This is an optimization exercise on Yosys and OpenROAD, whose aim is small area, a short achievable clock period and few clock cycles per item, not a production implementation. The RTL was checked by simulation tests, not by an equivalence proof against the original design.

==> flow/design.v (outline; a module is shown in full before it is edited, if it fits) <==
// module basemul_s1: 1822 lines
// module basemul_s2: 1446 lines
// module basemul_s3: 99 lines
// module poly_basemul_ctrl: 89 lines
module poly_basemul_ctrl
#(
  parameter int unsigned N_PAIRS = KYBER_N_PAIRS,
  parameter int unsigned ADDR_W  = PAIR_ADDR_W
) (
  input  logic              clk,
  input  logic              rst,
  input  logic              start,
  input  logic              acc_en,
  output logic              busy,
  output logic              done,
  output logic [ADDR_W-1:0] rd_addr,
  output logic              rd_en,
  input  logic [23:0]       a_rdata,
  input  logic [23:0]       b_rdata,
  input  logic [11:0]       g_rdata,
  input  logic [23:0]       c_rdata,
  output logic              wr_en,
  output logic [ADDR_W-1:0] wr_addr,
  output logic [23:0]       wr_data
);
  // ...
==> flow/flow/run.sh <==
#!/bin/bash
# Own layout flow: the standard layout with two changes.
# 1. Yosys's synth command runs without its internal "abc -fast" pass, so that the
#    explicit full-adder trees of the RTL reach extract_fa unchanged (fewer inverters
#    around the adder cells). Registers, their names and cell types are unchanged.
# 2. The port buffers that global placement inserts are buf_1 cells instead of the
#    default delay buffers.
set -euo pipefail
W=$(pwd)
sed 's/yosys synth -nofsm -noshare /yosys synth -nofsm -noshare -noabc /' synth_recipe.tcl > own_synth.tcl
grep -q -- '-noabc' own_synth.tcl
sed "s|SYNTH_SCRIPT=[^ ]*synth_recipe.tcl|SYNTH_SCRIPT=$W/own_synth.tcl|" standard.sh > own_standard.sh
grep -q 'own_synth.tcl' own_standard.sh
bash own_standard.sh "BUFFER_PORTS_ARGS=-buffer_cell sky130_fd_sc_hd__buf_1" finish > own_flow.log 2>&1
==> flow/standard.sh <==
#!/bin/bash
# synth_recipe.tcl (not shown) runs the flow's synth.tcl, then flattens the netlist and writes it again
# the make line also repeats each setting of config.mk as NAME=value (left out here)
make -C /OpenROAD-flow-scripts/flow DESIGN_CONFIG=/design/flow/config.mk WORK_HOME=/design/flow/orfs CLKGATE_MAP_FILE= SYNTH_SCRIPT=/design/flow/synth_recipe.tcl "${@:-finish}"
==> flow/config.mk <==
export PLATFORM = sky130hd
export DESIGN_NAME = poly_basemul_ctrl
export DESIGN_NICKNAME = poly_basemul_ctrl
export VERILOG_FILES = /design/flow/design.v
export SDC_FILE = /design/flow/constraint.sdc
export NUM_CORES = 4
export LEC_CHECK = 0
export CAP_MARGIN = 20
export CORE_MARGIN = 2
export CORE_UTILIZATION = 40
export CTS_BUF_LIST = sky130_fd_sc_hd__clkbuf_4 sky130_fd_sc_hd__clkbuf_8
export SLEW_MARGIN = 20
==> flow/constraint.sdc <==
create_clock -name core_clock -period 52.0 [get_ports {clk}]
set_input_delay 10.4000 -clock core_clock [delete_from_list [all_inputs] [get_ports {clk}]]
set_output_delay 10.4000 -clock core_clock [all_outputs]
set_load 0.01 [all_outputs]
==> results.cfg, run 1 <==
[finish]
regArea_um2 = 4820
buffers_excl_clock = 163
multi_input_gates = 2357
drive_gt1_share_pct = 4.75
multi_input_area_share_pct = 75.7
antennaDiodeCount = 1
finish.instance_area_um2 = 34700
buffer_area_share_pct = 2.13

[global_route]
grt_max_degree = 25
grt_overflow_total = 0
antenna_found_initial = 2

[clocking]
cts_buffer_depth = 3
holdBufCountCts = 0
cts_buffers = 43

[floorplanning]
chipWidth_um = 288
initial_utilization_pct = 40.6

[min_path]
hold_end = wr_data[17]$_DFF_P_
worstHoldStart = c1_q[5]$_DFF_P_
hp-class = reg -> reg

[route]
wl_met1_um = 35200
vias_per_cell = 5.31

[worst_setup_path]
cp.depth = 1
worstRegToRegCells = 28
worst_path_max_delay_cell = dfrtp_1
critPathKind = reg -> out
crit_chain = buf_1

[synth]
synthCells = 2875
synth_area_leaders = fa_1 46%, and2_1 15%, dfxtp_1 13%, ha_1 8.3%, xnor2_1 2.3%
async_flop_share_pct = 9.79
syn_nets = 3913

[outcome]
status = finished clean

[placement]
post-place-ws_ns = 40.67
io_buffer_count = 129
dp_cells = 3962

[sta]
fin_crit_sh_pct = 22.7
clock-skew-final_ns = 0.0721
hold_violations = 0
setup_tns_ns = 0
Testbench counts, summed over its fixed seeds: cycles 6,480, jobs 48.
==> run 2: changes to the inputs <==
==> flow/flow/run.sh (replaced) <==
#!/bin/bash
# Own layout flow: the standard layout, except that Yosys's synth command runs
# without its internal "abc -fast" pass, so that the explicit full-adder trees of the
# RTL reach extract_fa unchanged (fewer inverters around the adder cells). The
# registers, their names and cell types are those of the standard synthesis.
set -euo pipefail
W=$(pwd)
sed 's/yosys synth -nofsm -noshare /yosys synth -nofsm -noshare -noabc /' synth_recipe.tcl > own_synth.tcl
grep -q -- '-noabc' own_synth.tcl
sed "s|SYNTH_SCRIPT=[^ ]*synth_recipe.tcl|SYNTH_SCRIPT=$W/own_synth.tcl|" standard.sh > own_standard.sh
grep -q 'own_synth.tcl' own_standard.sh
bash own_standard.sh > own_flow.log 2>&1
--- a/flow/config.mk
+++ b/flow/config.mk
@@ -8,5 +8,4 @@
 export CAP_MARGIN = 20
 export CORE_MARGIN = 2
 export CORE_UTILIZATION = 40
-export CTS_BUF_LIST = sky130_fd_sc_hd__clkbuf_4 sky130_fd_sc_hd__clkbuf_8
 export SLEW_MARGIN = 20
==> run 2 against run 1 <==
  * Via count down 0.51%
  * Non-clock buffer count is 2 higher
  * Die area stayed put
  * Worst setup slack lost 0.37 ns
  * Synthesized area did not move
  * Cell count decreased by 0.54%
  * Register-to-register slack gained 0.10 ns
==> results.cfg, run 2 <==
[route]
wl_per_cell_um = 21.7
totalWireLength_um = 87300
firstDrtPassIters = 5
via_count = 21337
route.antenna.remaining_nets = 0
drt-initial-drc-count = 1226
drc = 0
vias_per_cell = 5.31

[synth]
syn_area_per_cell_um2 = 11.2
syn_area_um2 = 32200
synth.largest_area_cell = fa_1
synthCells = 2875
ys_seq_area_share_pct = 15.0
synth_top_area_share_pct = 45.8
yosysMostFrequentCell = and2_1
async_flop_share_pct = 9.79
yosysUniqueCellTypes = 66
synth_edf_count = 0
ys_top_cells_by_count = 774 x and2_1, 736 x fa_1, 214 x ha_1
synth_area_leaders = fa_1 46%, and2_1 15%, dfxtp_1 13%, ha_1 8.3%, xnor2_1 2.3%
yosysWarnings = 1
syn_nets = 3913
synth-seq-cells = 235
synth_ff_type = dfxtp_1

[sta]
setup-violations-final = 0
setup_tns_ns = 0
max_freq_mhz = 82.3
finalCriticalPeriod_ns = 12.16
clock-skew-final_ns = 0.0147
maxSlewViolCount = 0
worst_slack_ns = 39.84
hold_violations = 0
worstMarginPinSlew_ns = 1.06
fin_crit_sh_pct = 23.4
rsz0062_at_grt = no
slew_headroom_pct = 29.1
timing.hold.ws_ns = 0.321

[clocking]
cts_buffer_depth = 3
postCtsSetupRepairBufs = 0
clk_latency_ns = 0.61
clkSinkCount = 235
root_buffer = clkbuf_16
cts_buffers = 30
h-tree-depth = 1
holdBufCountCts = 0
path_clk_slew_ns = 0.06
cts_tree = yes
cts_resized = 0

[finish]
fill_cells = 7350
finish.utilization_pct = 44.8
final_common_cell = and2_1
syn_to_final_growth_pct = 10.4
drive_gt1_share_pct = 3.64
mostFrequentLayoutCells = 774 x and2_1, 736 x fa_1, 214 x ha_1
fin_nets = 3984

[min_path]
min_path_cells = 0
hp-class = reg -> reg
worstHoldStart = c1_q[7]$_DFF_P_
hold_end = wr_data[19]$_DFF_P_

[worst_setup_path]
cpLargestDelayFamily = buffers and inverters
cp-startpoint = rd_en$_DFF_PP0_
worstRegToRegCells = 27
cp_num_buf_inv = 1
critPathRequiredTime_ns = 41.60
r2r_end = z1_q[14]$_DFF_P_
r2r_slack_ns = 41.68
crit_fanout = 9
worst_setup_path_start_kind = flip-flop
worst_path_max_delay_cell = clkdlybuf4s50_1
worstPathArrival_ns = 1.76
crit_chain = clkdlybuf4s50_1
endpoint_kind = output port
max_stage_delay_ns = 0.62
r2r_start = a_q[11]$_DFF_P_
critPathKind = reg -> out

[placement]
io_buffer_count = 129
post-place-ws_ns = 40.27
place_hpwl_um = 67100
place_congestion = 0.955

[global_route]
grt_overflow_total = 0
grt.total_usage_pct = 21.7
antenna_found_initial = 4
grt_pass1_vias = 24456
grt_max_degree = 25
grt_first_pass_wirelength_um = 138000

[floorplanning]
rows = 103
ios = 130
die_h_um = 288
core_um2 = 79300
initial_utilization_pct = 40.6
chipWidth_um = 288
die-area_um2 = 82700

[job]
cap_violations = 0

[outcome]
status = finished clean
==> run 2: cell types whose count changed in the layout (fill, tap and decap cells not counted), moves of 2 or more <==
cell / delta
clkbuf_1: +11
clkinv_2: -3
buf_1: -129
clkbuf_8: -47
inv_6: +4
clkbuf_16: +30
buf_4: +2
clkdlybuf4s50_1: +129
bufinv_16: -2
clkbuf_4: -14
clkinvlp_4: -3
==> run 2: stage by stage <==
stage / instance area (µm²) / std cells
finish: 35500 / 4020
global route: 35500 / 4018
CTS: 35500 / 4018
floorplan: 32200 / 2875
global placement: 34600 / 3964
detailed placement: 34600 / 3964
==> run 2: worst max path at each step <==
stage,slack [ns],cells after the start,endpoint
final,39.84,1,rd_en
after global routing,39.77,1,rd_en
after CTS,39.81,1,rd_en
after detailed placement,40.27,3,acc_q$_DFFE_PP0P_
after global placement,40.32,3,acc_q$_DFFE_PP0P_
after floorplan,40.90,2,acc_q$_DFFE_PP0P_
==> run 2: logic make-up after synthesis <==
| logic type | count (synthesis) | synth area share [%] |
|---|---|---|
| DFF | 235 | 15.0 |
| adders and majority gates | 950 | 54.1 |
| muxes | 4 | 0.140 |
| and+or+nand+nor | 1016 | 18.6 |
| xor gates and xnor gates | 117 | 3.19 |
| AOI/OAI and AO/OA | 270 | 5.62 |
| buffers and inverters | 283 | 3.30 |
==> run 2: cell type report <==
class / count / area (µm²) / share of cell area [%]
multi-input combinational: 2357 / 26300 / 74.0
sequential: 235 / 4820 / 13.6
timing repair buffer: 165 / 1560 / 4.39
tap: 1050 / 1310 / 3.70
clock buffer: 43 / 820 / 2.31
inverter: 157 / 589 / 1.66
clock inverter: 11 / 133 / 0.373
antenna: 2 / 5.00 / 0.0141
==> run 2: routing by layer <==
| metal | wire length (µm) | vias up | global-route usage, % |
|---|---|---|---|
| met2 | 43900 | 686 | 37.9 |
| met4 | 2060 | 2 | 5.52 |
| met1 | 36100 | 11265 | 28.0 |
| met5 | 12 | - | 0 |
| met3 | 5310 | 145 | 3.37 |
| li1 | - | 9239 | - |

afterwards: timing with drivers on the ports:
How much do the figures lean on ideal ports? The routed layouts below were timed once more, with nothing changed but the port constraints.
Step 1 sets driving cells, clkbuf_16 on the clock port and buf_2 on the other inputs (assumed; they add their load-dependent delay and slew).
Step 2 moves the port delays by t, midway between the first and last clock arrival at a register: inputs arrive t later, outputs are due t later. That takes back most of the time a late clock gives input paths.
Three values: ideal, step 1, step 2; two values: the first two.
run | t, ns | setup slack, ns | worst hold slack (ns)
run 1 | 0.713 | 40.214 / 40.156 / 40.684 | 0.298 / 0.298 / 0.298
run 2 | 0.669 | 39.844 / 39.781 / 40.274 | 0.321 / 0.321 / 0.321
After both steps setup and hold are still met in every run listed.
